What follows belongs to an exercise in optimizing a design on an open flow for small area, a short achievable clock period and few clock cycles per item; a production flow would make more cautious choices. At most, simulation tests tie the RTL to the original design; equivalence was not proved. The RTL of runs 3 to 5 was laid out without a check of its function. Power is estimated from default activity; no workload was simulated.

`flow/flow/run.sh`:
```
#!/bin/bash
# Standard ORFS layout, with timing repair aimed at a tighter period than the
# clock constraint (setup margin), so the resizer works on every path that is
# longer than the target. Synthesis is the standard one, unchanged.
set -euo pipefail
MARGIN=${MARGIN:-6.8}
bash standard.sh synth > synth.log 2>&1
bash standard.sh SETUP_SLACK_MARGIN=$MARGIN finish > layout.log 2>&1
```
`flow/constraint.sdc`:
```
create_clock -name core_clock -period 10.0 [get_ports {clk}]
set_input_delay 2.0000 -clock core_clock [delete_from_list [all_inputs] [get_ports {clk}]]
set_output_delay 2.0000 -clock core_clock [all_outputs]
set_load 0.01 [all_outputs]
```
`flow/standard.sh`:
```
#!/bin/bash
# synth_recipe.tcl (not shown) runs the flow's synth.tcl, then flattens the netlist and writes it again
# the make line also repeats each setting of config.mk as NAME=value (left out here)
make -C /OpenROAD-flow-scripts/flow DESIGN_CONFIG=/design/flow/config.mk WORK_HOME=/design/flow/orfs CLKGATE_MAP_FILE= SYNTH_SCRIPT=/design/flow/synth_recipe.tcl "${@:-finish}"
```
`flow/config.mk`:
```
export PLATFORM = sky130hd
export DESIGN_NAME = matmul_engine
export DESIGN_NICKNAME = matmul_engine
export VERILOG_FILES = /design/flow/design.v
export SDC_FILE = /design/flow/constraint.sdc
export NUM_CORES = 4
export LEC_CHECK = 0
export CAP_MARGIN = 20
export CORE_MARGIN = 2
export CORE_UTILIZATION = 40
export SETUP_SLACK_MARGIN = 5
export SLEW_MARGIN = 20
export SYNTH_HIERARCHICAL = 1
```
`flow/design.v`:
```
package sysarray_pkg;
  function automatic logic [15:0] sat16(input logic [19:0] v);
    if (v[19:15] == 5'b00000 || v[19:15] == 5'b11111) sat16 = v[15:0];
    else if (v[19]) sat16 = 16'h8000;
    else sat16 = 16'h7fff;
  endfunction
endpackage
module pe (
  input  logic        clk,
  input  logic        rst,
  input  logic        en_d,
  input  logic        clr_d,
  input  logic [7:0]  a,
  input  logic [7:0]  b,
  output logic [19:0] s,
  output logic [19:0] c
);
  logic        en, clr, nclr;
  logic [7:0]  ag;
  logic pp_0_0;
  logic pp_0_1;
  logic pp_0_2;
  logic pp_0_3;
  logic pp_0_4;
  logic pp_0_5;
  logic pp_0_6;
  logic pp_0_7;
  logic pp_1_0;
  logic pp_1_1;
  logic pp_1_2;
  logic pp_1_3;
  logic pp_1_4;
  logic pp_1_5;
  logic pp_1_6;
  logic pp_1_7;
  logic pp_2_0;
  logic pp_2_1;
  logic pp_2_2;
  logic pp_2_3;
  logic pp_2_4;
  logic pp_2_5;
  logic pp_2_6;
  logic pp_2_7;
  logic pp_3_0;
  logic pp_3_1;
  logic pp_3_2;
  logic pp_3_3;
  logic pp_3_4;
  logic pp_3_5;
  logic pp_3_6;
  logic pp_3_7;
  logic pp_4_0;
  logic pp_4_1;
  logic pp_4_2;
  logic pp_4_3;
  logic pp_4_4;
  logic pp_4_5;
  logic pp_4_6;
  logic pp_4_7;
  logic pp_5_0;
  logic pp_5_1;
  logic pp_5_2;
  logic pp_5_3;
  logic pp_5_4;
  logic pp_5_5;
  logic pp_5_6;
  logic pp_5_7;
  logic pp_6_0;
  logic pp_6_1;
  logic pp_6_2;
  logic pp_6_3;
  logic pp_6_4;
  logic pp_6_5;
  logic pp_6_6;
  logic pp_6_7;
  logic pp_7_0;
  logic pp_7_1;
  logic pp_7_2;
  logic pp_7_3;
  logic pp_7_4;
  logic pp_7_5;
  logic pp_7_6;
  logic pp_7_7;
  logic sg0;
  logic sg1;
  logic sg2;
  logic sg3;
  logic sg4;
  logic sg5;
  logic cg5;
  logic sg6;
  logic cg6;
  logic sg7;
  logic cg7;
  logic sg8;
  logic cg8;
  logic sg9;
  logic cg9;
  logic sg10;
  logic cg10;
  logic sg11;
  logic cg11;
  logic sg12;
  logic cg12;
  logic sg13;
  logic cg13;
  logic sg14;
  logic cg14;
  logic sg15;
  logic cg15;
  logic sg16;
  logic cg16;
  logic sg17;
  logic cg17;
  logic sg18;
  logic cg18;
  logic sg19;
  logic cg19;
  logic s1;
  logic k2;
  logic s3;
  logic k4;
  logic s5;
  logic k6;
  logic s7;
  logic k8;
  logic s9;
  logic k10;
  logic s11;
  logic k12;
  logic s13;
  logic k14;
  logic s15;
  logic k16;
  logic s17;
  logic k18;
  logic s19;
  logic k20;
  logic s21;
  logic k22;
  logic s23;
  logic k24;
  logic s25;
  logic k26;
  logic s27;
  logic k28;
  logic s29;
  logic k30;
  logic s31;
  logic k32;
  logic s33;
  logic k34;
  logic s35;
  logic k36;
  logic s37;
  logic k38;
  logic s39;
  logic k40;
  logic s41;
  logic k42;
  logic s43;
  logic k44;
  logic s45;
  logic k46;
  logic s47;
  logic k48;
  logic s49;
  logic k50;
  logic s51;
  logic k52;
  logic s53;
  logic k54;
  logic s55;
  logic k56;
  logic s57;
  logic k58;
  logic s59;
  logic k60;
  logic i61;
  logic s62;
  logic k63;
  logic s64;
  logic k65;
  logic s66;
  logic k67;
  logic s68;
  logic k69;
  logic i70;
  logic s71;
  logic k72;
  logic s73;
  logic k74;
  logic i75;
  logic s76;
  logic k77;
  logic s78;
  logic k79;
  logic i80;
  logic s81;
  logic k82;
  logic s83;
  logic k84;
  logic s85;
  logic k86;
  logic s87;
  logic k88;
  logic s89;
  logic k90;
  logic i91;
  logic s92;
  logic k93;
  logic s94;
  logic k95;
  logic s96;
  logic k97;
  logic s98;
  logic k99;
  logic s100;
  logic k101;
  logic s102;
  logic k103;
  logic i104;
  logic s105;
  logic k106;
  logic i107;
  logic s108;
  logic k109;
  logic s110;
  logic k111;
  logic s112;
  logic k113;
  logic s114;
  logic k115;
  logic s116;
  logic k117;
  logic s118;
  logic k119;
  logic i120;
  logic s121;
  logic k122;
  logic s123;
  logic k124;
  logic s125;
  logic k126;
  logic i127;
  logic s128;
  logic k129;
  logic i130;
  logic s131;
  logic k132;
  logic i133;
  logic s134;
  logic k135;
  logic s136;
  logic k137;
  logic s138;
  logic k139;
  logic i140;
  logic s141;
  logic k142;
  logic i143;
  logic s144;
  logic k145;
  logic s146;
  logic k147;
  logic i148;
  logic s149;
  logic k150;
  logic i151;
  logic s152;
  logic k153;
  logic s154;
  logic k155;
  logic i156;
  logic s157;
  logic k158;
  logic s159;
  logic k160;
  logic s161;
  logic k162;
  logic s163;
  logic k164;
  logic s165;
  logic k166;
  logic s167;
  logic k168;
  logic s169;
  logic k170;
  logic s171;
  logic k172;
  logic s173;
  logic k174;
  logic s175;
  logic k176;
  logic s177;
  logic k178;
  always_ff @(posedge clk or posedge rst) begin
    if (rst) begin
      en  <= 1'b0;
      clr <= 1'b0;
    end else begin
      en  <= en_d;
      clr <= clr_d;
    end
  end
  assign nclr = ~clr;
  gate8 u_gate (.a(a), .en(en), .y(ag));
  assign pp_0_0 = ~(ag[0] & b[0]);
  assign pp_0_1 = ~(ag[0] & b[1]);
  assign pp_0_2 = ~(ag[0] & b[2]);
  assign pp_0_3 = ~(ag[0] & b[3]);
  assign pp_0_4 = ~(ag[0] & b[4]);
  assign pp_0_5 = ~(ag[0] & b[5]);
  assign pp_0_6 = ~(ag[0] & b[6]);
  assign pp_0_7 = ~(ag[0] & b[7]);
  assign pp_1_0 = ~(ag[1] & b[0]);
  assign pp_1_1 = ~(ag[1] & b[1]);
  assign pp_1_2 = ~(ag[1] & b[2]);
  assign pp_1_3 = ~(ag[1] & b[3]);
  assign pp_1_4 = ~(ag[1] & b[4]);
  assign pp_1_5 = ~(ag[1] & b[5]);
  assign pp_1_6 = ~(ag[1] & b[6]);
  assign pp_1_7 = ~(ag[1] & b[7]);
  assign pp_2_0 = ~(ag[2] & b[0]);
  assign pp_2_1 = ~(ag[2] & b[1]);
  assign pp_2_2 = ~(ag[2] & b[2]);
  assign pp_2_3 = ~(ag[2] & b[3]);
  assign pp_2_4 = ~(ag[2] & b[4]);
  assign pp_2_5 = ~(ag[2] & b[5]);
  assign pp_2_6 = ~(ag[2] & b[6]);
  assign pp_2_7 = ~(ag[2] & b[7]);
  assign pp_3_0 = ~(ag[3] & b[0]);
  assign pp_3_1 = ~(ag[3] & b[1]);
  assign pp_3_2 = ~(ag[3] & b[2]);
  assign pp_3_3 = ~(ag[3] & b[3]);
  assign pp_3_4 = ~(ag[3] & b[4]);
  assign pp_3_5 = ~(ag[3] & b[5]);
  assign pp_3_6 = ~(ag[3] & b[6]);
  assign pp_3_7 = ~(ag[3] & b[7]);
  assign pp_4_0 = ~(ag[4] & b[0]);
  assign pp_4_1 = ~(ag[4] & b[1]);
  assign pp_4_2 = ~(ag[4] & b[2]);
  assign pp_4_3 = ~(ag[4] & b[3]);
  assign pp_4_4 = ~(ag[4] & b[4]);
  assign pp_4_5 = ~(ag[4] & b[5]);
  assign pp_4_6 = ~(ag[4] & b[6]);
  assign pp_4_7 = ~(ag[4] & b[7]);
  assign pp_5_0 = ~(ag[5] & b[0]);
  assign pp_5_1 = ~(ag[5] & b[1]);
  assign pp_5_2 = ~(ag[5] & b[2]);
  assign pp_5_3 = ~(ag[5] & b[3]);
  assign pp_5_4 = ~(ag[5] & b[4]);
  assign pp_5_5 = ~(ag[5] & b[5]);
  assign pp_5_6 = ~(ag[5] & b[6]);
  assign pp_5_7 = ~(ag[5] & b[7]);
  assign pp_6_0 = ~(ag[6] & b[0]);
  assign pp_6_1 = ~(ag[6] & b[1]);
  assign pp_6_2 = ~(ag[6] & b[2]);
  assign pp_6_3 = ~(ag[6] & b[3]);
  assign pp_6_4 = ~(ag[6] & b[4]);
  assign pp_6_5 = ~(ag[6] & b[5]);
  assign pp_6_6 = ~(ag[6] & b[6]);
  assign pp_6_7 = ~(ag[6] & b[7]);
  assign pp_7_0 = ~(ag[7] & b[0]);
  assign pp_7_1 = ~(ag[7] & b[1]);
  assign pp_7_2 = ~(ag[7] & b[2]);
  assign pp_7_3 = ~(ag[7] & b[3]);
  assign pp_7_4 = ~(ag[7] & b[4]);
  assign pp_7_5 = ~(ag[7] & b[5]);
  assign pp_7_6 = ~(ag[7] & b[6]);
  assign pp_7_7 = ~(ag[7] & b[7]);
  assign sg0 = ~(s[0] & nclr);
  assign sg1 = ~(s[1] & nclr);
  assign sg2 = ~(s[2] & nclr);
  assign sg3 = ~(s[3] & nclr);
  assign sg4 = ~(s[4] & nclr);
  assign sg5 = ~(s[5] & nclr);
  assign cg5 = ~(c[5] & nclr);
  assign sg6 = ~(s[6] & nclr);
  assign cg6 = ~(c[6] & nclr);
  assign sg7 = ~(s[7] & nclr);
  assign cg7 = ~(c[7] & nclr);
  assign sg8 = ~(s[8] & nclr);
  assign cg8 = ~(c[8] | clr);
  assign sg9 = ~(s[9] | clr);
  assign cg9 = ~(c[9] | clr);
  assign sg10 = ~(s[10] | clr);
  assign cg10 = ~(c[10] & nclr);
  assign sg11 = ~(s[11] | clr);
  assign cg11 = ~(c[11] & nclr);
  assign sg12 = ~(s[12] | clr);
  assign cg12 = ~(c[12] | clr);
  assign sg13 = ~(s[13] | clr);
  assign cg13 = ~(c[13] & nclr);
  assign sg14 = ~(s[14] & nclr);
  assign cg14 = ~(c[14] & nclr);
  assign sg15 = ~(s[15] & nclr);
  assign cg15 = ~(c[15] & nclr);
  assign sg16 = ~(s[16] & nclr);
  assign cg16 = ~(c[16] & nclr);
  assign sg17 = ~(s[17] & nclr);
  assign cg17 = ~(c[17] & nclr);
  assign sg18 = ~(s[18] & nclr);
  assign cg18 = ~(c[18] & nclr);
  assign sg19 = ~(s[19] & nclr);
  assign cg19 = ~(c[19] & nclr);
  assign s1 = ~pp_0_0 ^ ~sg0;
  assign k2 = ~pp_0_0 & ~sg0;
  fa_cell u_s3 (.a(pp_0_1), .b(pp_1_0), .ci(sg1), .s(s3), .co(k4));
  assign s5 = k2 ^ ~s3;
  assign k6 = k2 & ~s3;
  fa_cell u_s7 (.a(pp_0_2), .b(pp_1_1), .ci(pp_2_0), .s(s7), .co(k8));
  fa_cell u_s9 (.a(sg2), .b(k4), .ci(s7), .s(s9), .co(k10));
  assign s11 = k6 ^ ~s9;
  assign k12 = k6 & ~s9;
  fa_cell u_s13 (.a(pp_0_3), .b(pp_1_2), .ci(pp_2_1), .s(s13), .co(k14));
  fa_cell u_s15 (.a(pp_3_0), .b(sg3), .ci(k8), .s(s15), .co(k16));
  fa_cell u_s17 (.a(s13), .b(s15), .ci(k10), .s(s17), .co(k18));
  assign s19 = k12 ^ ~s17;
  assign k20 = k12 & ~s17;
  fa_cell u_s21 (.a(pp_0_4), .b(pp_1_3), .ci(pp_2_2), .s(s21), .co(k22));
  fa_cell u_s23 (.a(pp_3_1), .b(pp_4_0), .ci(sg4), .s(s23), .co(k24));
  fa_cell u_s25 (.a(k14), .b(s21), .ci(s23), .s(s25), .co(k26));
  fa_cell u_s27 (.a(k16), .b(s25), .ci(k18), .s(s27), .co(k28));
  assign s29 = k20 ^ ~s27;
  assign k30 = k20 & ~s27;
  fa_cell u_s31 (.a(pp_0_5), .b(pp_1_4), .ci(pp_2_3), .s(s31), .co(k32));
  fa_cell u_s33 (.a(pp_3_2), .b(pp_4_1), .ci(pp_5_0), .s(s33), .co(k34));
  fa_cell u_s35 (.a(sg5), .b(cg5), .ci(k22), .s(s35), .co(k36));
  fa_cell u_s37 (.a(k24), .b(s31), .ci(s33), .s(s37), .co(k38));
  fa_cell u_s39 (.a(s35), .b(k26), .ci(s37), .s(s39), .co(k40));
  assign s41 = ~s39 ^ ~k28;
  assign k42 = ~s39 & ~k28;
  fa_cell u_s43 (.a(pp_0_6), .b(pp_1_5), .ci(pp_2_4), .s(s43), .co(k44));
  fa_cell u_s45 (.a(pp_3_3), .b(pp_4_2), .ci(pp_5_1), .s(s45), .co(k46));
  fa_cell u_s47 (.a(pp_6_0), .b(sg6), .ci(cg6), .s(s47), .co(k48));
  fa_cell u_s49 (.a(k32), .b(k34), .ci(s43), .s(s49), .co(k50));
  fa_cell u_s51 (.a(s45), .b(s47), .ci(k36), .s(s51), .co(k52));
  fa_cell u_s53 (.a(k38), .b(s49), .ci(s51), .s(s53), .co(k54));
  assign s55 = ~k40 ^ ~s53;
  assign k56 = ~k40 & ~s53;
  fa_cell u_s57 (.a(pp_1_6), .b(pp_2_5), .ci(pp_3_4), .s(s57), .co(k58));
  fa_cell u_s59 (.a(pp_4_3), .b(pp_5_2), .ci(pp_6_1), .s(s59), .co(k60));
  assign i61 = ~sg7;
  fa_cell u_s62 (.a(pp_0_7), .b(pp_7_0), .ci(i61), .s(s62), .co(k63));
  fa_cell u_s64 (.a(cg7), .b(k44), .ci(k46), .s(s64), .co(k65));
  fa_cell u_s66 (.a(k48), .b(s57), .ci(s59), .s(s66), .co(k67));
  fa_cell u_s68 (.a(s64), .b(k50), .ci(s66), .s(s68), .co(k69));
  assign i70 = ~s62;
  fa_cell u_s71 (.a(i70), .b(k52), .ci(s68), .s(s71), .co(k72));
  assign s73 = ~k54 ^ ~s71;
  assign k74 = ~k54 & ~s71;
  assign i75 = ~pp_2_6;
  assign s76 = ~(pp_1_7 ^ i75);
  assign k77 = pp_1_7 | i75;
  fa_cell u_s78 (.a(pp_3_5), .b(pp_4_4), .ci(pp_5_3), .s(s78), .co(k79));
  assign i80 = ~pp_7_1;
  fa_cell u_s81 (.a(pp_6_2), .b(i80), .ci(sg8), .s(s81), .co(k82));
  fa_cell u_s83 (.a(k58), .b(k60), .ci(s78), .s(s83), .co(k84));
  fa_cell u_s85 (.a(cg8), .b(s76), .ci(k63), .s(s85), .co(k86));
  fa_cell u_s87 (.a(s81), .b(k65), .ci(k67), .s(s87), .co(k88));
  fa_cell u_s89 (.a(s83), .b(k69), .ci(s87), .s(s89), .co(k90));
  assign i91 = ~s85;
  fa_cell u_s92 (.a(i91), .b(k72), .ci(s89), .s(s92), .co(k93));
  fa_cell u_s94 (.a(pp_3_6), .b(pp_4_5), .ci(pp_5_4), .s(s94), .co(k95));
  fa_cell u_s96 (.a(pp_2_7), .b(pp_7_2), .ci(sg9), .s(s96), .co(k97));
  fa_cell u_s98 (.a(pp_6_3), .b(k79), .ci(s94), .s(s98), .co(k99));
  fa_cell u_s100 (.a(cg9), .b(k77), .ci(s96), .s(s100), .co(k101));
  fa_cell u_s102 (.a(k82), .b(k84), .ci(s98), .s(s102), .co(k103));
  assign i104 = ~k88;
  fa_cell u_s105 (.a(k86), .b(s100), .ci(i104), .s(s105), .co(k106));
  assign i107 = ~s105;
  fa_cell u_s108 (.a(s102), .b(k90), .ci(i107), .s(s108), .co(k109));
  fa_cell u_s110 (.a(pp_4_6), .b(pp_5_5), .ci(pp_6_4), .s(s110), .co(k111));
  fa_cell u_s112 (.a(pp_3_7), .b(pp_7_3), .ci(sg10), .s(s112), .co(k113));
  fa_cell u_s114 (.a(cg10), .b(k95), .ci(s110), .s(s114), .co(k115));
  fa_cell u_s116 (.a(k97), .b(s112), .ci(k101), .s(s116), .co(k117));
  fa_cell u_s118 (.a(k99), .b(s114), .ci(k103), .s(s118), .co(k119));
  assign i120 = ~s118;
  fa_cell u_s121 (.a(s116), .b(k106), .ci(i120), .s(s121), .co(k122));
  fa_cell u_s123 (.a(pp_4_7), .b(pp_7_4), .ci(sg11), .s(s123), .co(k124));
  fa_cell u_s125 (.a(pp_5_6), .b(pp_6_5), .ci(cg11), .s(s125), .co(k126));
  assign i127 = ~k111;
  fa_cell u_s128 (.a(i127), .b(k113), .ci(s123), .s(s128), .co(k129));
  assign i130 = ~s128;
  fa_cell u_s131 (.a(s125), .b(k115), .ci(i130), .s(s131), .co(k132));
  assign i133 = ~k117;
  fa_cell u_s134 (.a(i133), .b(s131), .ci(k119), .s(s134), .co(k135));
  fa_cell u_s136 (.a(pp_5_7), .b(pp_7_5), .ci(sg12), .s(s136), .co(k137));
  fa_cell u_s138 (.a(cg12), .b(k124), .ci(s136), .s(s138), .co(k139));
  assign i140 = ~k129;
  fa_cell u_s141 (.a(pp_6_6), .b(k126), .ci(i140), .s(s141), .co(k142));
  assign i143 = ~s138;
  fa_cell u_s144 (.a(i143), .b(s141), .ci(k132), .s(s144), .co(k145));
  fa_cell u_s146 (.a(pp_6_7), .b(pp_7_6), .ci(sg13), .s(s146), .co(k147));
  assign i148 = ~cg13;
  fa_cell u_s149 (.a(i148), .b(k137), .ci(s146), .s(s149), .co(k150));
  assign i151 = ~k142;
  fa_cell u_s152 (.a(k139), .b(s149), .ci(i151), .s(s152), .co(k153));
  fa_cell u_s154 (.a(pp_7_7), .b(sg14), .ci(cg14), .s(s154), .co(k155));
  assign i156 = ~s154;
  fa_cell u_s157 (.a(k147), .b(i156), .ci(k150), .s(s157), .co(k158));
  assign s159 = sg15 ^ cg15;
  assign k160 = sg15 & cg15;
  assign s161 = ~s159 ^ ~k155;
  assign k162 = ~s159 & ~k155;
  assign s163 = sg16 ^ cg16;
  assign k164 = sg16 & cg16;
  assign s165 = ~k160 ^ ~s163;
  assign k166 = ~k160 & ~s163;
  assign s167 = sg17 ^ cg17;
  assign k168 = sg17 & cg17;
  assign s169 = ~k164 ^ ~s167;
  assign k170 = ~k164 & ~s167;
  assign s171 = sg18 ^ cg18;
  assign k172 = sg18 & cg18;
  assign s173 = ~k168 ^ ~s171;
  assign k174 = ~k168 & ~s171;
  assign s175 = sg19 ^ cg19;
  assign k176 = sg19 & cg19;
  assign s177 = ~k172 ^ ~s175;
  assign k178 = ~k172 & ~s175;
  always_ff @(posedge clk) begin
    s[0] <= s1;
    s[1] <= s5;
    s[2] <= s11;
    s[3] <= s19;
    s[4] <= s29;
    s[5] <= s41;
    s[6] <= k42;
    s[7] <= k56;
    s[8] <= k74;
    s[9] <= k93;
    s[10] <= k109;
    s[11] <= s134;
    s[12] <= s144;
    s[13] <= k145;
    s[14] <= s157;
    s[15] <= s161;
    s[16] <= s165;
    s[17] <= k166;
    s[18] <= k170;
    s[19] <= k174;
    c[5] <= k30;
    c[6] <= s55;
    c[7] <= s73;
    c[8] <= s92;
    c[9] <= s108;
    c[10] <= s121;
    c[11] <= k122;
    c[12] <= k135;
    c[13] <= s152;
    c[14] <= k153;
    c[15] <= k158;
    c[16] <= k162;
    c[17] <= s169;
    c[18] <= s173;
    c[19] <= s177;
  end
  assign c[0] = 1'b0;
  assign c[1] = 1'b0;
  assign c[2] = 1'b0;
  assign c[3] = 1'b0;
  assign c[4] = 1'b0;
endmodule
package pe_pol;
  localparam logic [19:0] SPOL = 20'h03e00;
  localparam logic [19:0] CPOL = 20'h01300;
  localparam logic [19:0] CMSK = 20'hfffe0;   
endpackage
module fa_cell (
  input  logic a,
  input  logic b,
  input  logic ci,
  output logic s,
  output logic co
);
  assign s  = a ^ b ^ ci;
  assign co = (a & b) | (a & ci) | (b & ci);
endmodule
module gate8 (
  input  logic [7:0] a,
  input  logic       en,
  output logic [7:0] y
);
  assign y = a & {8{en}};
endmodule
module ha_cell (
  input  logic a,
  input  logic b,
  output logic s,
  output logic co
);
  assign s  = a ^ b;
  assign co = a & b;
endmodule
module colout #(
  parameter int N     = 6,
  parameter int ACC_W = 20,
  parameter int OUT_W = 16
) (
  input  logic                    clk,
  input  logic                    rst,
  input  logic [N-1:0]            sel_d,
  input  logic [N-1:0][ACC_W-1:0] s,
  input  logic [N-1:0][ACC_W-1:0] c,
  output logic [OUT_W-1:0]        y
);
  logic [N-1:0]     sel;
  logic [ACC_W-1:0] ms, mc, sum;
  always_ff @(posedge clk or posedge rst) begin
    if (rst) sel <= N'(1);
    else     sel <= sel_d;
  end
  always_comb begin
    ms = '0;
    mc = '0;
    for (int i = 0; i < N; i++) begin
      ms = ms | (s[i] & {ACC_W{sel[i]}});
      mc = mc | (c[i] & {ACC_W{sel[i]}} & pe_pol::CMSK);
    end
  end
  assign sum = (ms ^ pe_pol::SPOL) + (mc ^ pe_pol::CPOL);
  assign y   = sysarray_pkg::sat16(sum);
endmodule
module matmul_engine #(
  parameter int N     = 6,
  parameter int A_W   = 8,
  parameter int B_W   = 8,
  parameter int K_MAX = 16,
  parameter int ACC_W = 20,
  parameter int OUT_W = 16
) (
  input  logic                            clk,
  input  logic                            rst,
  input  logic                            start,
  output logic                            start_ready,
  input  logic [$clog2(K_MAX+1)-1:0]      k_len,
  input  logic                            in_valid,
  output logic                            in_ready,
  input  logic [N-1:0][A_W-1:0]           in_a,
  input  logic [N-1:0][B_W-1:0]           in_b,
  output logic                            out_valid,
  input  logic                            out_ready,
  output logic [N-1:0][OUT_W-1:0]         out_row,
  output logic [$clog2(N)-1:0]            out_ridx,
  output logic                            busy,
  output logic                            done
);
  localparam int KW = $clog2(K_MAX + 1);
  localparam int RW = $clog2(N);
  logic          cur_v, cur_z, cur_first;    
  logic [KW-1:0] cur_rem;                    
  logic          pend_v;                     
  logic [KW-1:0] pend_k;
  logic [3:0]    njobs;                      
  logic          done_reg;
  logic          in_ready_q, start_ready_q, busy_q;   
  logic          cur_v_n, cur_z_n, cur_first_n, pend_v_n;
  logic [KW-1:0] cur_rem_n, pend_k_n;
  logic [3:0]    njobs_n;
  logic [N-1:0]          sv, sf, sl;         
  logic [A_W-1:0]        sa [N][N];          
  logic [N-1:0][B_W-1:0] sb [N];             
  logic [N-1:0]          holds;              
  logic [N-1:0]          ptr;                
  logic                   q0v, q1v;          
  logic [N-1:0][OUT_W-1:0] q0, q1;
  logic [RW-1:0]          ridx;              
  logic [N-1:0]          frz;                
  logic [N-1:0]          en;                 
  logic                  push, pop, fire0, last0, cur_free, st_fire;
  logic [N-1:0][OUT_W-1:0] newrow;
  logic [N-1:0] sv_n, sf_n, sl_n, holds_n, ptr_n, a_n, conf0, conf1, frz0, frz1;
  logic [N-1:0] frz_n, en_n;
  logic         q0v_n, q1v_n, hp_n, nq;
  assign push      = |(holds & ptr) & ~q1v;
  assign pop       = q0v & out_ready;
  assign out_valid = q0v;
  assign out_row   = q0;
  assign out_ridx  = ridx;
  assign done      = done_reg;
  assign fire0       = cur_v & ~frz[0] & (cur_z | in_valid);
  assign last0       = cur_z | (cur_rem == KW'(1));
  assign cur_free    = ~cur_v | (fire0 & last0);
  assign st_fire     = start & start_ready;
  assign in_ready    = in_ready_q;
  assign start_ready = start_ready_q;
  assign busy        = busy_q;
  always_comb begin
    cur_v_n     = cur_v;
    cur_z_n     = cur_z;
    cur_first_n = cur_first;
    cur_rem_n   = cur_rem;
    pend_v_n    = pend_v;
    pend_k_n    = pend_k;
    if (fire0 & ~last0) begin
      cur_rem_n   = cur_rem - KW'(1);
      cur_first_n = 1'b0;
    end
    if (cur_free) begin
      if (pend_v) begin
        cur_v_n     = 1'b1;
        cur_z_n     = (pend_k == '0);
        cur_rem_n   = pend_k;
        cur_first_n = 1'b1;
        pend_v_n    = 1'b0;
      end else if (st_fire) begin
        cur_v_n     = 1'b1;
        cur_z_n     = (k_len == '0);
        cur_rem_n   = k_len;
        cur_first_n = 1'b1;
      end else begin
        cur_v_n     = 1'b0;
      end
    end else if (st_fire) begin
      pend_v_n = 1'b1;
      pend_k_n = k_len;
    end
    njobs_n = njobs + {3'b0, st_fire} - {3'b0, pop & (ridx == RW'(N - 1))};
  end
  always_comb begin
    sv_n[0] = frz[0] ? sv[0] : fire0;
    sf_n[0] = frz[0] ? sf[0] : (cur_first | cur_z);
    sl_n[0] = frz[0] ? sl[0] : last0;
    for (int s = 1; s < N; s++) begin
      sv_n[s] = frz[s] ? sv[s] : (sv[s-1] & ~frz[s-1]);
      sf_n[s] = frz[s] ? sf[s] : sf[s-1];
      sl_n[s] = frz[s] ? sl[s] : sl[s-1];
    end
    for (int s = 0; s < N; s++)
      holds_n[s] = (holds[s] & ~(push & ptr[s])) | (en[s] & sl[s]);
    ptr_n = push ? {ptr[N-2:0], ptr[N-1]} : ptr;
    q0v_n = q1v | (q0v & ~pop) | push;
    q1v_n = (q1v & ~pop) | (push & q0v & ~pop);
    hp_n = |(holds_n & ptr_n);
    nq   = ~(q1v | (push & q0v));
    for (int s = 0; s < N; s++) begin
      a_n[s]   = sv_n[s] & sf_n[s] & holds_n[s];
      conf1[s] = a_n[s] & ~(hp_n & ptr_n[s]);
      conf0[s] = a_n[s] & ~(hp_n & nq & ptr_n[s]);
    end
    frz1[N-1] = conf1[N-1];
    frz0[N-1] = conf0[N-1];
    for (int s = N - 2; s >= 0; s--) begin
      frz1[s] = conf1[s] | frz1[s+1];
      frz0[s] = conf0[s] | frz0[s+1];
    end
    frz_n = pop ? frz1 : frz0;
    en_n  = sv_n & ~frz_n;
  end
  always_ff @(posedge clk or posedge rst) begin
    if (rst) begin
      cur_v         <= 1'b0;
      cur_z         <= 1'b0;
      cur_first     <= 1'b0;
      cur_rem       <= '0;
      pend_v        <= 1'b0;
      pend_k        <= '0;
      njobs         <= '0;
      done_reg      <= 1'b0;
      in_ready_q    <= 1'b0;
      start_ready_q <= 1'b1;
      busy_q        <= 1'b0;
    end else begin
      cur_v         <= cur_v_n;
      cur_z         <= cur_z_n;
      cur_first     <= cur_first_n;
      cur_rem       <= cur_rem_n;
      pend_v        <= pend_v_n;
      pend_k        <= pend_k_n;
      njobs         <= njobs_n;
      done_reg      <= pop & (ridx == RW'(N - 1));
      in_ready_q    <= cur_v_n & ~cur_z_n & ~frz_n[0];
      start_ready_q <= ~pend_v_n;
      busy_q        <= (njobs_n != '0);
    end
  end
  always_ff @(posedge clk or posedge rst) begin
    if (rst) begin
      sv    <= '0;
      sf    <= '0;
      sl    <= '0;
      holds <= '0;
      ptr   <= N'(1);
      q0v   <= 1'b0;
      q1v   <= 1'b0;
      ridx  <= '0;
      frz   <= '0;
      en    <= '0;
    end else begin
      sv    <= sv_n;
      sf    <= sf_n;
      sl    <= sl_n;
      holds <= holds_n;
      ptr   <= ptr_n;
      q0v   <= q0v_n;
      q1v   <= q1v_n;
      frz   <= frz_n;
      en    <= en_n;
      if (pop) ridx <= (ridx == RW'(N - 1)) ? '0 : ridx + RW'(1);
    end
  end
  always_ff @(posedge clk) begin
    if (q1v ? pop : (push & (~q0v | pop))) q0 <= q1v ? q1 : newrow;
    if (push & q0v & ~pop) q1 <= newrow;
  end
  always_ff @(posedge clk) begin
    if (~frz[0]) begin
      for (int i = 0; i < N; i++) begin
        sa[0][i] <= cur_z ? '0 : in_a[i];
        sb[0][i] <= in_b[i];
      end
    end
    for (int s = 1; s < N; s++) begin
      if (~frz[s]) begin
        for (int i = s; i < N; i++) sa[s][i] <= sa[s-1][i];
        sb[s] <= sb[s-1];
      end
    end
  end
  logic [ACC_W-1:0] acc_s [N][N];
  logic [ACC_W-1:0] acc_c [N][N];
  for (genvar gi = 0; gi < N; gi++) begin : g_row
    for (genvar gj = 0; gj < N; gj++) begin : g_col
      pe u_pe (
        .clk  (clk),
        .rst  (rst),
        .en_d (en_n[gi]),
        .clr_d(en_n[gi] & sf_n[gi]),
        .a    (sa[gi][gi]),
        .b    (sb[gi][gj]),
        .s    (acc_s[gi][gj]),
        .c    (acc_c[gi][gj])
      );
    end
  end
  logic [N-1:0][ACC_W-1:0] col_s [N];
  logic [N-1:0][ACC_W-1:0] col_c [N];
  for (genvar gj = 0; gj < N; gj++) begin : g_out
    for (genvar gi = 0; gi < N; gi++) begin : g_in
      assign col_s[gj][gi] = acc_s[gi][gj];
      assign col_c[gj][gi] = acc_c[gi][gj];
    end
    colout #(
      .N    (N),
      .ACC_W(ACC_W),
      .OUT_W(OUT_W)
    ) u_col (
      .clk  (clk),
      .rst  (rst),
      .sel_d(ptr_n),
      .s    (col_s[gj]),
      .c    (col_c[gj]),
      .y    (newrow[gj])
    );
  end
endmodule
```
==> flow_metrics.tcl, run 1 <==
set metrics [dict create \
    final_util_pct 48.8 \
    largest_reg_flops 720 \
    min_period_ns 3.83 \
    grt_max_degree 70 \
    nNetsFinal 16502 \
    dp_cells 17121 \
    grt_usage_pct 25.1 \
    power.total_mw 64.7 \
    finClkSkew_ns 0.0642 \
    ys_warn_count 24 \
    rows 219 \
    num_vias 97224 \
    die_y_um 601 \
    whs_ns 0.408 \
    vias_per_cell 5.27 \
    clock_sink_count 2085 \
    path_cells "buf_4, bufbuf_16, a22oi_1, nand3_2, ha_4, o211ai_1, nor2_1, o21ai_4, buf_4, a21boi_2, o22ai_2, xnor2_1, buf_6, a21boi_4, buf_12, o21ai_1, mux2_4" \
    r2r_slack_ns 6.17 \
    required_ns 10.69 \
    dr.pass1.iters 7 \
    cap_violations 0 \
    reg2reg_from "g_out[5].u_col.sel[2]" \
    critPathArrivalTime_ns 4.51 \
    antenna_found_initial 34 \
    leakage_nw 67.4 \
    largest_register "g_row.g_col.u_pe.s" \
    startpoint "g_out[5].u_col.sel[2]" \
    dieArea_um2 361000 \
    overflow 0 \
    drt-total-wl_um 455000 \
    rsz0062_at_grt "true" \
    port_buffers 209 \
    preCtsSetupSlack_ns 5.27 \
    relSlewSlack_pct 30.7 \
    io_pins 210 \
    cp.depth 17 \
    syn_nets 15799 \
    wl_per_cell_um 24.6 \
    syn_area_um2 143000 \
    cts.clk_slew.worst_paths_ns 0.06 \
    grt_pass1_vias 103270 \
    hold_violations 0 \
    cts_tree "done" \
    avgSynthCellArea_um2 11.2 \
    worst_slack_ns 6.17 \
    cts_max_path_buffers 4 \
    route.detailed.drc 0 \
    place_congestion 0.931 \
    crit_fanout 17 \
    cpMostUsedCell "buf_4" \
    hold_path_class "reg2reg" \
    ir_worst_vdd_v 0.000214 \
    p_per_area_nw_per_um2 373 \
    worstReg2RegEnd "q0[87]" \
    r2r_cells 17 \
    drive_above_1_share_pct 27.2 \
    post_dp_cell_area_um2 149000 \
    setup_viol 0 \
    drtIter0Drc 8884 \
    root_buffer "clkbuf_16" \
    fin_crit_sh_pct 38.3 \
    hpwl_um 324000 \
    cts_made_buffers 236 \
    core_um2 355000 \
    endpoint_kind "flip-flop" \
    outcome "no timing/DRC/antenna violations" \
    fin_cells 18446 \
    final_cell_area_um2 174000 \
    syn_to_final_growth_pct 21.7 \
    max_freq_mhz 261 \
    tns_ns 0 \
    largestRegisters "g_row.g_col.u_pe.s: 720 flops, g_row.g_col.u_pe.c: 540 flops, sb: 288 flops" \
    hold_buffers 0 \
    crit_family "compound AO/OA/AOI/OAI gates" \
    slowest_stage "dfrtp_2" \
    die_w_um 601 \
    netlist_instances 12752 \
    crit_end "q0[87]" \
    slew_viol_final 0 \
    h-tree-depth 4 \
    cp_num_buf_inv 5 \
    worstMarginPinSlew_ns 1.04 \
    ant_nets 0 \
    slowest_delay_ns 0.43 \
    cp-start-kind "flip-flop" \
    clk_latency_ns 0.95 \
    initial_core_util_pct 40.1 \
    grt_first_pass_wirelength_um 677000 \
    path_class "reg2reg" \
]
## layout by cell type (no fill, tap or decap), types with 57 or more instances in the layout
| master | count |
|---|---|
| clkbuf_1 | 57 |
| ha_4 | 87 |
| inv_1 | 1110 |
| inv_2 | 137 |
| ha_1 | 580 |
| buf_12 | 166 |
| edfxtp_1 | 648 |
| nand2_1 | 2094 |
| fa_1 | 1449 |
| and2b_1 | 108 |
| clkbuf_16 | 252 |
| nand2b_1 | 814 |
| fa_2 | 790 |
| nand2_2 | 179 |
| dfxtp_1 | 1260 |
| nand3_1 | 183 |
| mux2_2 | 87 |
| dfrtp_1 | 117 |
| buf_4 | 570 |
| and2_4 | 274 |
| clkdlybuf4s50_1 | 101 |
| buf_6 | 174 |
| a22oi_1 | 498 |
| nor2_1 | 365 |
| a22oi_2 | 95 |
| xor2_1 | 66 |
| xnor2_1 | 67 |
| o21ai_2 | 79 |
| buf_2 | 82 |
| and2_1 | 112 |
## timing repair
item                                     CTS  global route
endpoints found under the setup margin  1274           825
pin swaps                                441           398
cloned                                    38             3
resized for setup                       2571           734
buffers inserted                         650           155
endpoints found under the hold margin      0             0
## worst min path at each step
stage                    from  slack, ns  depth (start not counted)        end
finish              sa[16][1]       0.41                          0  sa[22][1]
global route         sa[9][4]       0.41                          0  sa[15][4]
CTS                 sa[17][6]       0.41                          0  sa[23][6]
detailed placement   sa[8][0]       0.40                          0  sa[14][0]
global placement    sa[23][3]       0.40                          0  sa[29][3]
floorplan            sa[4][0]       0.40                          0  sa[10][0]
## layer usage
metal  wire length [um]  track usage (%)  up-vias
met2             207000             39.1     4004
met3              33600             4.43     1033
li1                   -                -    42034
met5                 69                0        -
met1             179000             32.4    50141
met4              35400             16.2       12
## cell type report
| class | instances | area (um2) |
|---|---|---|
| clock inverters | 101 | 987 |
| clock buffers | 333 | 6820 |
| multi-input cells | 8726 | 93500 |
| flip-flops and latches | 2085 | 49200 |
| inverters | 1255 | 4740 |
| repair buffers | 1149 | 12200 |
| repair inverters | 2 | 15.0 |
| well taps | 4751 | 5940 |
| diodes | 44 | 110 |
| fillers | 31387 | 182000 |
## report_power, final
group | internal [mW] | switching [mW]
Sequential | 13.7 | 4.88
Clock | 5.13 | 3.81
Combinational | 16.9 | 20.2
Testbench counts, summed over its fixed seeds: cycles 7,275, jobs 768.
==> run 2, diff against run 1 <==
--- a/flow/config.mk
+++ b/flow/config.mk
@@ -7,7 +7,7 @@
 export LEC_CHECK = 0
 export CAP_MARGIN = 20
 export CORE_MARGIN = 2
-export CORE_UTILIZATION = 40
+export CORE_UTILIZATION = 65
 export SETUP_SLACK_MARGIN = 5
 export SLEW_MARGIN = 20
 export SYNTH_HIERARCHICAL = 1
==> flow_metrics.tcl, run 2 <==
set metrics [dict create \
    fin_cells 16572 \
    largestRegisters "g_row.g_col.u_pe.s: 720 flops, g_row.g_col.u_pe.c: 540 flops, sb: 288 flops" \
    setup_viol 0 \
    max_freq_mhz 248 \
    path_cells "buf_12, a22oi_2, nand2_1, a221oi_4, ha_4, a2111o_1, o21ai_4, mux2i_2, xor2_2, buf_4, nor3_4, buf_12, a21boi_4, o21ai_2, mux2_2" \
    wl_per_cell_um 27.6 \
    slowest_stage "a2111o_1" \
    crit_fanout 8 \
    r2r_slack_ns 5.97 \
    syn_nets 15799 \
    ys_warn_count 24 \
    hold_violations 0 \
    io_pins 210 \
    critPathArrivalTime_ns 4.64 \
    drt-total-wl_um 457000 \
    hold_buffers 0 \
    rsz0062_at_grt "true" \
    cp_num_buf_inv 3 \
    antenna_found_initial 18 \
    largest_register "g_row.g_col.u_pe.s" \
    clock_sink_count 2085 \
    cts_max_path_buffers 3 \
    sequentialPowerShare_pct 28.7 \
    avgSynthCellArea_um2 11.2 \
    p_per_area_nw_per_um2 379 \
    grt_usage_pct 41.0 \
    internal_power_mw 35.7 \
    die_w_um 472 \
    initial_core_util_pct 65.5 \
    hold_path_class "reg2reg" \
    min_period_ns 4.03 \
    route.detailed.drc 0 \
    grt_first_pass_wirelength_um 674000 \
    vias_per_cell 6.11 \
    p_sw_mw 29.5 \
    die_y_um 472 \
    worstReg2RegEnd "q0[27]" \
    nNetsFinal 16559 \
    clk_latency_ns 0.88 \
    cp-start-kind "flip-flop" \
    min_path_cells 0 \
    largest_reg_flops 720 \
    finClkSkew_ns 0.0305 \
    cts_tree "done" \
    worst_slack_ns 5.97 \
    p_sw_share_pct 45.2 \
    overflow 0 \
    ant_nets 0 \
    pwr-share-comb_pct 58.2 \
    crit_family "compound AO/OA/AOI/OAI gates" \
    worstMarginPinSlew_ns 1.07 \
    preCtsSetupSlack_ns 5.23 \
    cts_made_buffers 221 \
    core_um2 218000 \
    root_buffer "clkbuf_16" \
    dieArea_um2 223000 \
    drtIter0Drc 10842 \
    ir_worst_vdd_v 0.000271 \
    grt_max_degree 64 \
    rows 171 \
    endpoint_kind "flip-flop" \
    final_common_cell "nand2_1" \
    fillers 13045 \
    outcome "no timing/DRC/antenna violations" \
    port_buffers 209 \
    cts.clk_slew.worst_paths_ns 0.06 \
    cpMostUsedCell "buf_12" \
    h-tree-depth 4 \
    relSlewSlack_pct 28.3 \
    cap_violations 0 \
    fin_crit_sh_pct 40.3 \
    slew_viol_final 0 \
    r2r_cells 15 \
    reg2reg_from "g_out[1].u_col.sel[1]" \
    num_vias 101256 \
    syn_to_final_growth_pct 20.7 \
    grt_pass1_vias 107929 \
    leakage_nw 67.8 \
    hold_end "sa[21][5]" \
    whs_ns 0.406 \
    final_util_pct 79.1 \
    place_congestion 0.988 \
    required_ns 10.61 \
    dp_cells 15204 \
    drive_above_1_share_pct 27.9 \
    netlist_instances 12752 \
    holdCritStartpoint "sa[15][5]" \
    syn_area_um2 143000 \
    slowest_delay_ns 0.46 \
    hpwl_um 314000 \
    clkPwrFrac_pct 13.0 \
    final_cell_mix "nand2_1, fa_1, dfxtp_1" \
    dr.pass1.iters 8 \
    tns_ns 0 \
    path_class "reg2reg" \
]
run 2: final cells by class:
type | count | area (um2) | area share, %
repair buffers | 1219 | 12900 | 7.51
multi-input cells | 8729 | 94200 | 54.7
well taps | 2854 | 3570 | 2.07
clock inverters | 129 | 1220 | 0.711
clock buffers | 289 | 6180 | 3.59
repair inverters | 1 | 5.00 | 0.00291
inverters | 1255 | 4730 | 2.75
diodes | 11 | 27.5 | 0.0160
flip-flops and latches | 2085 | 49200 | 28.6
run 2: repair_timing:
| item | CTS | global route |
|---|---|---|
| setup endpoints to repair | 1201 | 805 |
| resized for setup | 2552 | 845 |
| buffers inserted | 698 | 188 |
| pin swaps | 478 | 438 |
| cloned | 42 | 10 |
run 2: layer usage:
metal / share of wire [%] / track usage [%] / wire [um]
met3: 11 / 10.5 / 49100
met1: 36 / 53.5 / 166000
met2: 45 / 61.0 / 203000
met4: 8.4 / 27.2 / 38300
met5: 0.028 / 0 / 126
run 2: worst max path at each step:
stage,from,to,slack [ns],cells past startpoint
final,g_out[1].u_col.sel[1],q0[27],5.97,15
after global placement,out_ready,busy_q,5.18,10
after CTS,q0[92],out_row[92],6.30,1
after detailed placement,out_ready,busy_q,5.23,10
after floorplan,out_ready,q0[0],5.94,3
after global routing,g_out[1].u_col.sel[1],q0[27],5.94,15
run 2: power by group through the flow:
| stage | clock [mW] | sequential, mW | combinational, mW |
|---|---|---|---|
| 5_1_grt | 8.87 | 18.9 | 43.5 |
| 6_report | 8.50 | 18.7 | 38.0 |
| 3_3_place_gp | 0 | 18.6 | 29.5 |
| 3_5_place_dp | 0 | 18.7 | 31.6 |
| 4_1_cts | 8.54 | 18.3 | 36.3 |
| 2_1_floorplan | 0 | 15.4 | 23.8 |
run 2: worst register-to-register path, cell delays in order, from the launching register on:
cell and delay [ns]:
dfrtp_2 0.45, buf_12 0.16, a22oi_2 0.16, nand2_1 0.12, a221oi_4 0.34, ha_4 0.27, a2111o_1 0.46, o21ai_4 0.23
mux2i_2 0.29, xor2_2 0.18, buf_4 0.16, nor3_4 0.07, buf_12 0.16, a21boi_4 0.30, o21ai_2 0.14, mux2_2 0.27
run 2: per-stage QoR:
step                cell area, um2  total power, mW
finish                      172000             65.2
global route                172000             71.3
CTS                         167000             63.1
detailed placement          146000             50.3
global placement            146000             48.1
floorplan                   144000             39.2
==> run 3, diff against run 2 <==
--- a/flow/design.v
+++ b/flow/design.v
@@ -604,10 +604,17 @@
   input  logic [N-1:0]            sel_d,
   input  logic [N-1:0][ACC_W-1:0] s,
   input  logic [N-1:0][ACC_W-1:0] c,
-  output logic [OUT_W-1:0]        y
+  input  logic                    ld0,     
+  input  logic                    from1,   
+  input  logic                    ld1,     
+  output logic [OUT_W-1:0]        q0
 );
   logic [N-1:0]     sel;
-  logic [ACC_W-1:0] ms, mc, sum;
+  logic [ACC_W-1:0] ms, mc, vs, vc;
+  logic [OUT_W-1:0] q1, y;
+  logic [15:0]      lo;
+  logic [4:0]       hi0, hi1;
+  logic             ovf0, ovf1, ovf, sg;
   always_ff @(posedge clk or posedge rst) begin
     if (rst) sel <= N'(1);
     else     sel <= sel_d;
@@ -617,11 +624,24 @@
     mc = '0;
     for (int i = 0; i < N; i++) begin
       ms = ms | (s[i] & {ACC_W{sel[i]}});
-      mc = mc | (c[i] & {ACC_W{sel[i]}} & pe_pol::CMSK);
+      mc = mc | (c[i] & {ACC_W{sel[i]}});
     end
   end
-  assign sum = (ms ^ pe_pol::SPOL) + (mc ^ pe_pol::CPOL);
-  assign y   = sysarray_pkg::sat16(sum);
+  assign vs = ms ^ pe_pol::SPOL;
+  assign vc = (mc ^ pe_pol::CPOL) & pe_pol::CMSK;
+  assign lo   = {1'b0, vs[14:0]} + {1'b0, vc[14:0]};
+  assign hi0  = vs[19:15] + vc[19:15];
+  assign hi1  = vs[19:15] + vc[19:15] + 5'd1;
+  assign ovf0 = (hi0 != 5'b00000) && (hi0 != 5'b11111);
+  assign ovf1 = (hi1 != 5'b00000) && (hi1 != 5'b11111);
+  assign ovf  = lo[15] ? ovf1 : ovf0;
+  assign sg   = lo[15] ? hi1[4] : hi0[4];
+  assign y    = ovf ? (sg ? 16'h8000 : 16'h7fff)
+                    : {lo[15] ? hi1[0] : hi0[0], lo[14:0]};
+  always_ff @(posedge clk) begin
+    if (ld0) q0 <= from1 ? q1 : y;
+    if (ld1) q1 <= y;
+  end
 endmodule
 module matmul_engine #(
   parameter int N     = 6,
@@ -665,12 +685,11 @@
   logic [N-1:0]          holds;              
   logic [N-1:0]          ptr;                
   logic                   q0v, q1v;          
-  logic [N-1:0][OUT_W-1:0] q0, q1;
+  logic [N-1:0][OUT_W-1:0] q0;
   logic [RW-1:0]          ridx;              
   logic [N-1:0]          frz;                
   logic [N-1:0]          en;                 
   logic                  push, pop, fire0, last0, cur_free, st_fire;
-  logic [N-1:0][OUT_W-1:0] newrow;
   logic [N-1:0] sv_n, sf_n, sl_n, holds_n, ptr_n, a_n, conf0, conf1, frz0, frz1;
   logic [N-1:0] frz_n, en_n;
   logic         q0v_n, q1v_n, hp_n, nq;
@@ -801,10 +820,9 @@
       if (pop) ridx <= (ridx == RW'(N - 1)) ? '0 : ridx + RW'(1);
     end
   end
-  always_ff @(posedge clk) begin
-    if (q1v ? pop : (push & (~q0v | pop))) q0 <= q1v ? q1 : newrow;
-    if (push & q0v & ~pop) q1 <= newrow;
-  end
+  logic ld0, ld1;
+  assign ld0 = q1v ? pop : (push & (~q0v | pop));
+  assign ld1 = push & q0v & ~pop;
   always_ff @(posedge clk) begin
     if (~frz[0]) begin
       for (int i = 0; i < N; i++) begin
@@ -852,7 +870,10 @@
       .sel_d(ptr_n),
       .s    (col_s[gj]),
       .c    (col_c[gj]),
-      .y    (newrow[gj])
+      .ld0  (ld0),
+      .from1(q1v),
+      .ld1  (ld1),
+      .q0   (q0[gj])
     );
   end
 endmodule
==> flow/flow/run.sh (replaced) <==
#!/bin/bash
# Standard ORFS layout, with timing repair aimed at a tighter period than the
# clock constraint (setup margin), so the resizer works on every path that is
# longer than the target. Synthesis is the standard one, unchanged.
set -euo pipefail
MARGIN=${MARGIN:-6.3}
bash standard.sh synth > synth.log 2>&1
bash standard.sh SETUP_SLACK_MARGIN=$MARGIN finish > layout.log 2>&1
--- a/flow/config.mk
+++ b/flow/config.mk
@@ -7,7 +7,10 @@
 export LEC_CHECK = 0
 export CAP_MARGIN = 20
 export CORE_MARGIN = 2
-export CORE_UTILIZATION = 65
+export CORE_UTILIZATION = 40
+export CTS_BUF_LIST = sky130_fd_sc_hd__clkbuf_8
+export CTS_CLUSTER_DIAMETER = 40
+export CTS_CLUSTER_SIZE = 12
 export SETUP_SLACK_MARGIN = 5
 export SLEW_MARGIN = 20
 export SYNTH_HIERARCHICAL = 1
==> flow_metrics.tcl, run 3 <==
set metrics [dict create \
    use_met1_pct 31.6 \
    power.total_mw 55.5 \
    fillers 32363 \
    endpoint_kind "flip-flop" \
    tns_ns 0 \
    cts.clk_slew.worst_paths_ns 0.08 \
    netlist_instances 12577 \
    io_pins 210 \
    largest_register "g_row.g_col.u_pe.s" \
    route.detailed.drc 0 \
    gr-max-usage-layer "met2" \
    path_class "reg2reg" \
    cp-start-kind "flip-flop" \
    hold_path_class "reg2reg" \
    worstReg2RegEnd "g_out[5].u_col.q0[13]" \
    hpwl_um 313000 \
    critPathArrivalTime_ns 4.72 \
    required_ns 10.79 \
    rsz0062_at_grt "true" \
    setup_viol 0 \
    ir_worst_vdd_v 0.000172 \
    cts_made_buffers 364 \
    dr.pass1.iters 7 \
    grt_max_degree 70 \
    startpoint "g_out[5].u_col.sel[4]" \
    ant_nets 0 \
    dieArea_um2 357000 \
    overflow 0 \
    relSlewSlack_pct 30.4 \
    avgSynthCellArea_um2 11.2 \
    r2r_slack_ns 6.07 \
    fin_crit_sh_pct 39.3 \
    p_per_area_nw_per_um2 350 \
    grt_pass1_vias 98370 \
    gr-usage-met2_pct 37.4 \
    drt-total-wl_um 423000 \
    worstMarginPinSlew_ns 1.04 \
    syn_to_final_growth_pct 12.7 \
    final_cell_mix "nand2_1, fa_1, dfxtp_1" \
    slew_viol_final 0 \
    initial_core_util_pct 40.2 \
    met3_usage_pct 4.92 \
    clk_latency_ns 1.06 \
    place_congestion 0.933 \
    crit_fanout 5 \
    finClkSkew_ns 0.0784 \
    final_common_cell "nand2_1" \
    crit_end "g_out[5].u_col.q0[13]" \
    min_path_cells 0 \
    ys_warn_count 24 \
    root_buffer "clkbuf_8" \
    die_w_um 597 \
    nNetsFinal 15794 \
    outcome "no timing/DRC/antenna violations" \
    drive_above_1_share_pct 12.2 \
    vias_per_cell 5.20 \
    leakage_nw 61.7 \
    syn_area_um2 141000 \
    rows 217 \
    largest_reg_flops 720 \
    reg2reg_from "g_out[5].u_col.sel[4]" \
    cap_violations 0 \
    final_util_pct 45.3 \
    h-tree-depth 5 \
    syn_nets 15630 \
    num_vias 92183 \
    port_buffers 209 \
    clock_sink_count 2085 \
    drtIter0Drc 7767 \
    grt_usage_pct 24.1 \
    largestRegisters "g_row.g_col.u_pe.s: 720 flops, g_row.g_col.u_pe.c: 540 flops, sb: 288 flops" \
    max_freq_mhz 255 \
    core_um2 350000 \
    hold_violations 0 \
    grt_first_pass_wirelength_um 640000 \
    die_y_um 597 \
    wl_per_cell_um 23.9 \
    r2r_cells 13 \
    antenna_found_initial 47 \
    cts_tree "done" \
    min_period_ns 3.93 \
    cts_max_path_buffers 4 \
]
[run 3: cell types whose count changed in the layout (fill, tap and decap cells not counted), moves of 116 or more]
cell / delta
inv_1: +140
ha_1: +116
fa_2: -792
inv_2: -141
buf_4: -477
and2_4: -220
clkbuf_16: -239
and2_2: +151
nand2_2: -170
nand2_1: +283
fa_1: +798
clkbuf_8: +384
buf_6: -126
[run 3: worst min path at each step]
stage,startpoint,end,slack (ns)
after CTS,sa[1][3],sa[7][3],0.39
after global placement,sa[29][1],sa[35][1],0.40
after floorplan,sa[4][0],sa[10][0],0.40
after detailed placement,sa[2][7],sa[8][7],0.40
final,sa[1][3],sa[7][3],0.39
after global routing,sa[1][3],sa[7][3],0.40
[run 3: timing repair]
action | 4_1_cts | 5_1_grt
gates resized for setup | 735 | 238
setup buffers | 130 | 29
pin swaps | 66 | 28
gates cloned | 18 | 0
hold buffers | 0 | 0
endpoints found under the setup margin | 871 | 371
hold endpoints to repair | 0 | 0
[run 3: metal layers]
metal  share of wire, %  up-vias
li1                   -    40159
met1                 40    47256
met4                5.9        8
met2                 46     3857
met3                8.1      903
met5              0.012        -
[run 3: through the flow]
step / hold slack [ns] / cells / cell area, um2 / worst slack [ns]
after global routing: 0.397 / 17666 / 158000 / 5.98
final: 0.388 / 17742 / 159000 / 6.07
after global placement: 0.401 / 16797 / 146000 / 4.97
after detailed placement: 0.405 / 16797 / 146000 / 4.96
after floorplan: 0.400 / 12577 / 142000 / 5.95
after CTS: 0.387 / 17616 / 158000 / 6.08
[run 3: worst max-delay path, stage by stage (launching register included)]
cell	delay, ns
dfrtp_2	0.45
buf_12	0.15
buf_16	0.14
a22oi_2	0.31
nand3_2	0.15
fa_2	0.42
a211oi_2	0.23
o211ai_1	0.16
a221o_2	0.42
or4b_4	0.55
mux2_4	0.35
buf_12	0.16
nor2_4	0.11
o21ai_2	0.07
[run 3: final cells by class]
cell class                      instances  area (um2)  area share [%]
Clock inverter                        275        2780            1.75
Multi-Input combinational cell       8579       85200            53.8
Antenna cell                           97         243           0.153
Tap cell                             4599        5750            3.63
Sequential cell                      2085       49200            31.0
Inverter                             1222        4610            2.91
Timing Repair Buffer                  489        5290            3.34
Clock buffer                          396        5450            3.44
[run 3: report_power, final]
part           switching, mW  leakage (nW)  internal (mW)
Clock                   4.26          4.18           4.75
Combinational           16.3          38.2           12.3
Sequential              4.51          19.3           13.4
==> run 4, diff against run 3 <==
--- a/flow/config.mk
+++ b/flow/config.mk
@@ -8,9 +8,6 @@
 export CAP_MARGIN = 20
 export CORE_MARGIN = 2
 export CORE_UTILIZATION = 40
-export CTS_BUF_LIST = sky130_fd_sc_hd__clkbuf_8
-export CTS_CLUSTER_DIAMETER = 40
-export CTS_CLUSTER_SIZE = 12
 export SETUP_SLACK_MARGIN = 5
 export SLEW_MARGIN = 20
 export SYNTH_HIERARCHICAL = 1
==> flow_metrics.tcl, run 4 <==
set metrics [dict create \
    worstReg2RegEnd "g_out[5].u_col.q0[10]" \
    r2r_cells 13 \
    final_common_cell "nand2_1" \
    leakage_nw 61.8 \
    slowest_stage "or4b_4" \
    setup_viol 0 \
    required_ns 10.79 \
    largestRegisters "g_row.g_col.u_pe.s: 720 flops, g_row.g_col.u_pe.c: 540 flops, sb: 288 flops" \
    holdCritStartpoint "sa[4][2]" \
    drive_above_1_share_pct 10.3 \
    netlist_instances 12577 \
    dieArea_um2 357000 \
    finClkSkew_ns 0.0663 \
    final_util_pct 45.5 \
    tns_ns 0 \
    clock_sink_count 2085 \
    grt_usage_pct 24.1 \
    antenna_found_initial 37 \
    p_per_area_nw_per_um2 351 \
    slowest_delay_ns 0.50 \
    overflow 0 \
    path_class "reg2reg" \
    hpwl_um 313000 \
    hold_path_class "reg2reg" \
    fin_cells 17522 \
    ys_warn_count 24 \
    die_w_um 597 \
    drtIter0Drc 7696 \
    startpoint "g_out[5].u_col.sel[4]" \
    grt_max_degree 70 \
    grt_first_pass_wirelength_um 640000 \
    wl_per_cell_um 24.2 \
    cts_tree "done" \
    avgSynthCellArea_um2 11.2 \
    core_um2 350000 \
    path_cells "buf_12, a22oi_2, nand3_1, ha_2, fa_2, a211oi_2, o211ai_1, a221o_2, or4b_4, mux2_4, buf_6, o21ai_4, mux2_2" \
    cts.clk_slew.worst_paths_ns 0.06 \
    relSlewSlack_pct 29.8 \
    grt_pass1_vias 97414 \
    die_y_um 597 \
    crit_end "g_out[5].u_col.q0[10]" \
    worstMarginPinSlew_ns 1.05 \
    fin_crit_sh_pct 38.9 \
    max_freq_mhz 257 \
    syn_to_final_growth_pct 13.1 \
    preCtsSetupSlack_ns 4.96 \
    largest_reg_flops 720 \
    worst_slack_ns 6.11 \
    min_period_ns 3.89 \
    cts_max_path_buffers 4 \
    dr.pass1.iters 6 \
    root_buffer "clkbuf_16" \
    slew_viol_final 0 \
    h-tree-depth 4 \
    cts_made_buffers 236 \
    critPathArrivalTime_ns 4.68 \
    endpoint_kind "flip-flop" \
    reg2reg_from "g_out[5].u_col.sel[4]" \
    initial_core_util_pct 40.2 \
    place_congestion 0.933 \
    nNetsFinal 15692 \
    route.detailed.drc 0 \
    cp-start-kind "flip-flop" \
    hold_violations 0 \
    io_pins 210 \
    final_cell_mix "nand2_1, fa_1, dfxtp_1" \
    crit_fanout 6 \
    r2r_slack_ns 6.11 \
    port_buffers 209 \
    hold_buffers 0 \
    clk_latency_ns 0.93 \
    rows 217 \
    outcome "no timing/DRC/antenna violations" \
    dp_cells 16797 \
    syn_nets 15630 \
    num_vias 91546 \
    vias_per_cell 5.22 \
    drt-total-wl_um 423000 \
    ant_nets 0 \
    largest_register "g_row.g_col.u_pe.s" \
    ir_worst_vdd_v 0.000162 \
    rsz0062_at_grt "true" \
    fillers 32171 \
    cap_violations 0 \
    syn_area_um2 141000 \
]
==> run 4: area by class of cell <==
type | instances | area (um2) | area share [%]
antenna | 85 | 213 | 0.134
clock buffer | 324 | 6860 | 4.31
clock inverter | 113 | 1330 | 0.837
inverter | 1222 | 4610 | 2.90
multi-input combinational | 8581 | 85300 | 53.6
sequential | 2085 | 49200 | 30.9
tap | 4599 | 5750 | 3.62
timing repair buffer | 513 | 5800 | 3.64
==> run 4: power breakdown <==
part | internal, mW | total, mW | switching, mW | leakage [nW]
Clock | 5.51 | 9.29 | 3.78 | 4.07
Combinational | 12.3 | 28.6 | 16.3 | 38.4
Sequential | 13.4 | 18.0 | 4.51 | 19.3
Total | 31.2 | 55.8 | 24.6 | 61.8
==> run 4: routing by layer <==
metal	vias to the layer above	GRT usage [%]	routed length, um
li1	39901	-	-
met1	47145	31.6	170000
met2	3641	37.2	194000
met3	853	5.01	33600
met4	6	14.1	25600
met5	-	0	43
==> run 4: critical path: cells and delay by family, from the launching register on <==
family / cells / cell delay [ns]
AO/OA/AOI/OAI: 5 / 1.22
adder cells (fa/ha/maj): 2 / 0.57
buffers and inverters: 2 / 0.34
flip-flops: 1 / 0.49
multiplexers: 2 / 0.51
AND/OR/NAND/NOR: 2 / 0.63
==> run 4: worst min path at each step <==
stage	to	cells after the start	slack, ns
after floorplan	sa[10][0]	0	0.40
after global placement	sa[35][1]	0	0.40
after detailed placement	sa[8][7]	0	0.40
after CTS	sa[10][2]	0	0.41
after global routing	sa[10][2]	0	0.42
final	sa[10][2]	0	0.41
==> run 4: what timing repair did <==
item	CTS	global route
endpoints found under the hold margin	0	0
gates resized for setup	552	234
setup buffers	154	27
setup endpoints to repair	862	332
gates cloned	21	1
pin swaps	84	30
==> run 4: metrics by stage <==
stage | hold slack (ns) | power [mW] | instance area [um2]
finish | 0.412 | 55.8 | 159000
global route | 0.417 | 61.8 | 159000
CTS | 0.414 | 56.1 | 158000
detailed placement | 0.405 | 46.0 | 146000
global placement | 0.401 | 45.0 | 146000
floorplan | 0.400 | 36.2 | 142000
==> run 5, diff against run 4 <==
==> flow/flow/run.sh (replaced) <==
#!/bin/bash
# Standard ORFS layout with three changes to how the layout is made:
#  - timing repair aims at a tighter period than the clock constraint (setup
#    margin), so the resizer works on every path longer than that target;
#  - the port buffers are sky130_fd_sc_hd__buf_4 cells (the standard flow
#    picks a delay cell), every input and output still gets its own buffer;
#  - the resizer may swap cells of a different footprint.
# Synthesis is the standard one, unchanged. Each step's log is in orfs/logs.
set -euo pipefail
MARGIN=${MARGIN:-6.3}
bash standard.sh synth > synth.log 2>&1
bash standard.sh SETUP_SLACK_MARGIN=$MARGIN MATCH_CELL_FOOTPRINT=0 \
  "BUFFER_PORTS_ARGS=-buffer_cell sky130_fd_sc_hd__buf_4" finish > layout.log 2>&1
==> flow_metrics.tcl, run 5 <==
set metrics [dict create \
    outcome "no timing/DRC/antenna violations" \
    die_y_um 597 \
    p_sw_share_pct 44.3 \
    cp-start-kind "flip-flop" \
    vias_per_cell 5.25 \
    grt_max_degree 65 \
    rows 217 \
    largestRegisters "g_row.g_col.u_pe.s: 720 flops, g_row.g_col.u_pe.c: 540 flops, sb: 288 flops" \
    cp_num_buf_inv 2 \
    worstMarginPinSlew_ns 1.16 \
    hold_violations 0 \
    drtIter0Drc 8243 \
    core_um2 350000 \
    dieArea_um2 357000 \
    required_ns 10.66 \
    antenna_found_initial 75 \
    cts.clk_slew.worst_paths_ns 0.06 \
    ys_warn_count 24 \
    pwr-share-comb_pct 51.3 \
    clock_sink_count 2085 \
    nNetsFinal 15709 \
    setup_viol 0 \
    hpwl_um 314000 \
    netlist_instances 12577 \
    p_sw_mw 24.6 \
    slowest_delay_ns 0.51 \
    cts_max_path_buffers 4 \
    overflow 0 \
    cts_made_buffers 237 \
    hold_buffers 0 \
    leakage_nw 61.8 \
    rsz0062_at_grt "true" \
    relSlewSlack_pct 22.2 \
    port_buffers 209 \
    route.detailed.drc 0 \
    crit_fanout 7 \
    final_cell_mix "nand2_1, fa_1, dfxtp_1" \
    drive_above_1_share_pct 11.3 \
    largest_reg_flops 720 \
    sequentialPowerShare_pct 32.4 \
    largest_register "g_row.g_col.u_pe.s" \
    final_cell_area_um2 158000 \
    grt_pass1_vias 97151 \
    slowest_stage "or4b_4" \
    io_pins 210 \
    wl_per_cell_um 24.2 \
    syn_to_final_growth_pct 12.5 \
    die_w_um 597 \
    drt-total-wl_um 424000 \
    syn_nets 15630 \
    cts_tree "done" \
    clkPwrFrac_pct 16.3 \
    initial_core_util_pct 40.2 \
    path_cells "buf_12, a22oi_2, nand3_1, ha_2, fa_2, a211oi_2, o211ai_1, a221o_1, or4b_4, mux2_4, clkbuf_16, nor2_4, o21ai_1" \
    ant_nets 0 \
    syn_area_um2 141000 \
    tns_ns 0 \
    grt_usage_pct 24.1 \
    final_common_cell "nand2_1" \
    avgSynthCellArea_um2 11.2 \
    post_dp_cell_area_um2 146000 \
    grt_first_pass_wirelength_um 638000 \
    max_freq_mhz 264 \
    root_buffer "clkbuf_16" \
    cap_violations 0 \
    finClkSkew_ns 0.109 \
    ir_worst_vdd_v 0.000201 \
    dr.pass1.iters 9 \
    clk_latency_ns 0.98 \
    fin_crit_sh_pct 37.8 \
    place_congestion 0.912 \
    hold_path_class "reg2reg" \
    slew_viol_final 0 \
    critPathArrivalTime_ns 4.44 \
    h-tree-depth 4 \
    crit_family "compound AO/OA/AOI/OAI gates" \
    internal_power_mw 31.0 \
    power.total_mw 55.6 \
    min_period_ns 3.78 \
    endpoint_kind "flip-flop" \
    p_per_area_nw_per_um2 351 \
    path_class "reg2reg" \
    num_vias 91966 \
]
==> run 5: area by class of cell <==
cell class                      instances  area, um2
Fill cell                           32222     191000
Multi-Input combinational cell       8583      85200
Sequential cell                      2085      49200
Clock buffer                          323       6780
Tap cell                             4599       5750
Timing Repair Buffer                  527       5410
Inverter                             1222       4610
Clock inverter                        126       1240
Antenna cell                           63        158
==> run 5: what timing repair did <==
action | in CTS | in global routing
pin swaps | 77 | 63
gates resized for setup | 311 | 257
hold endpoints to repair | 0 | 0
setup endpoints to repair | 651 | 310
gates cloned | 20 | 3
setup buffers | 143 | 55
==> run 5: final timing paths <==
path	depth (start not counted)	slack (ns)	end	start
setup / recovery	13	6.22	g_out[2].u_col.q0[12]	g_out[2].u_col.sel[4]
hold / removal	0	0.37	sa[28][6]	sa[22][6]
min in group asynchronous	2	1.19	g_row[2].g_col[4].u_pe.en	rst
hold reg to reg	0	0.37	sa[28][6]	sa[22][6]
max in group asynchronous	3	7.51	q1v	rst
setup reg to reg	13	6.22	g_out[2].u_col.q0[12]	g_out[2].u_col.sel[4]
==> run 5: power by group through the flow <==
stage	combinational [mW]	sequential (mW)	clock (mW)
after floorplan	21.1	15.1	0
after global placement	26.4	18.4	0
after detailed placement	27.5	18.4	0
after CTS	28.7	17.8	9.24
after global routing	33.8	18.2	9.56
final	28.5	18.0	9.06
==> run 5: through the flow <==
| step | cells | setup WS [ns] | utilization, % | hold WS (ns) |
|---|---|---|---|---|
| 2_1_floorplan | 12577 | 5.95 | - | 0.400 |
| 3_3_place_gp | 16795 | 5.62 | 41.7 | 0.400 |
| 3_5_place_dp | 16795 | 5.57 | 41.7 | 0.405 |
| 4_1_cts | 17407 | 6.26 | 44.9 | 0.391 |
| 5_1_grt | 17480 | 6.12 | 45.2 | 0.398 |
| 6_report | 17528 | 6.22 | 45.3 | 0.375 |
==> run 5: worst reg2reg max path, cell delays in order (launching register included) <==
cell,delay [ns]
dfrtp_2,0.46
buf_12,0.17
a22oi_2,0.17
nand3_1,0.11
ha_2,0.20
fa_2,0.37
a211oi_2,0.25
o211ai_1,0.16
a221o_1,0.40
or4b_4,0.51
mux2_4,0.35
clkbuf_16,0.19
nor2_4,0.09
o21ai_1,0.07
==> run 5: layer usage <==
layer | track usage (%) | vias up | share of wire [%]
li1 | - | 39923 | -
met1 | 32.5 | 47225 | 40
met2 | 37.2 | 4027 | 45
met3 | 6.12 | 769 | 10
met4 | 9.33 | 22 | 4.1
met5 | 0 | - | 0.042

## what the ideal ports hide
The results above use ideal ports. As a check the final layouts listed here were re-extracted and re-timed, cells and wires unchanged. Step 1: set_driving_cell puts a clkbuf_16 on clk and a buf_2 on each other input, an assumption about the parent block. Step 2 adds t to the input delays and takes it off the output delays; t is the mean of the earliest and latest rising clock arrival at the registers after step 1. Input paths then give back, and output paths get back, about the clock's delay inside the block. a / b / c = no drivers / after step 1 / after step 2; a / b = the first two.
run | shift t [ns] | setup WS [ns] | worst setup path after step 2 | clock arrival spread, ns | pins driven straight from the clock port
run 1 | 1.026 | 6.174 / 6.129 / 5.894 | input to register | 0.068 / 0.067 | 1
run 2 | 0.958 | 5.969 / 5.969 / 5.614 | input to register | 0.035 / 0.035 | 1
run 3 | 1.129 | 6.071 / 6.071 / 5.276 | input to register | 0.087 / 0.088 | 1
run 4 | 0.996 | 6.111 / 6.111 / 5.438 | input to register | 0.076 / 0.077 | 1
run 5 | 1.032 | 6.217 / 6.217 / 5.571 | input to register | 0.112 / 0.112 | 1
After both steps every run listed still meets setup and hold. For run 3, which loses most, drivers alone change the setup slack by 0.000 ns; drivers and shift together by -0.795 ns.
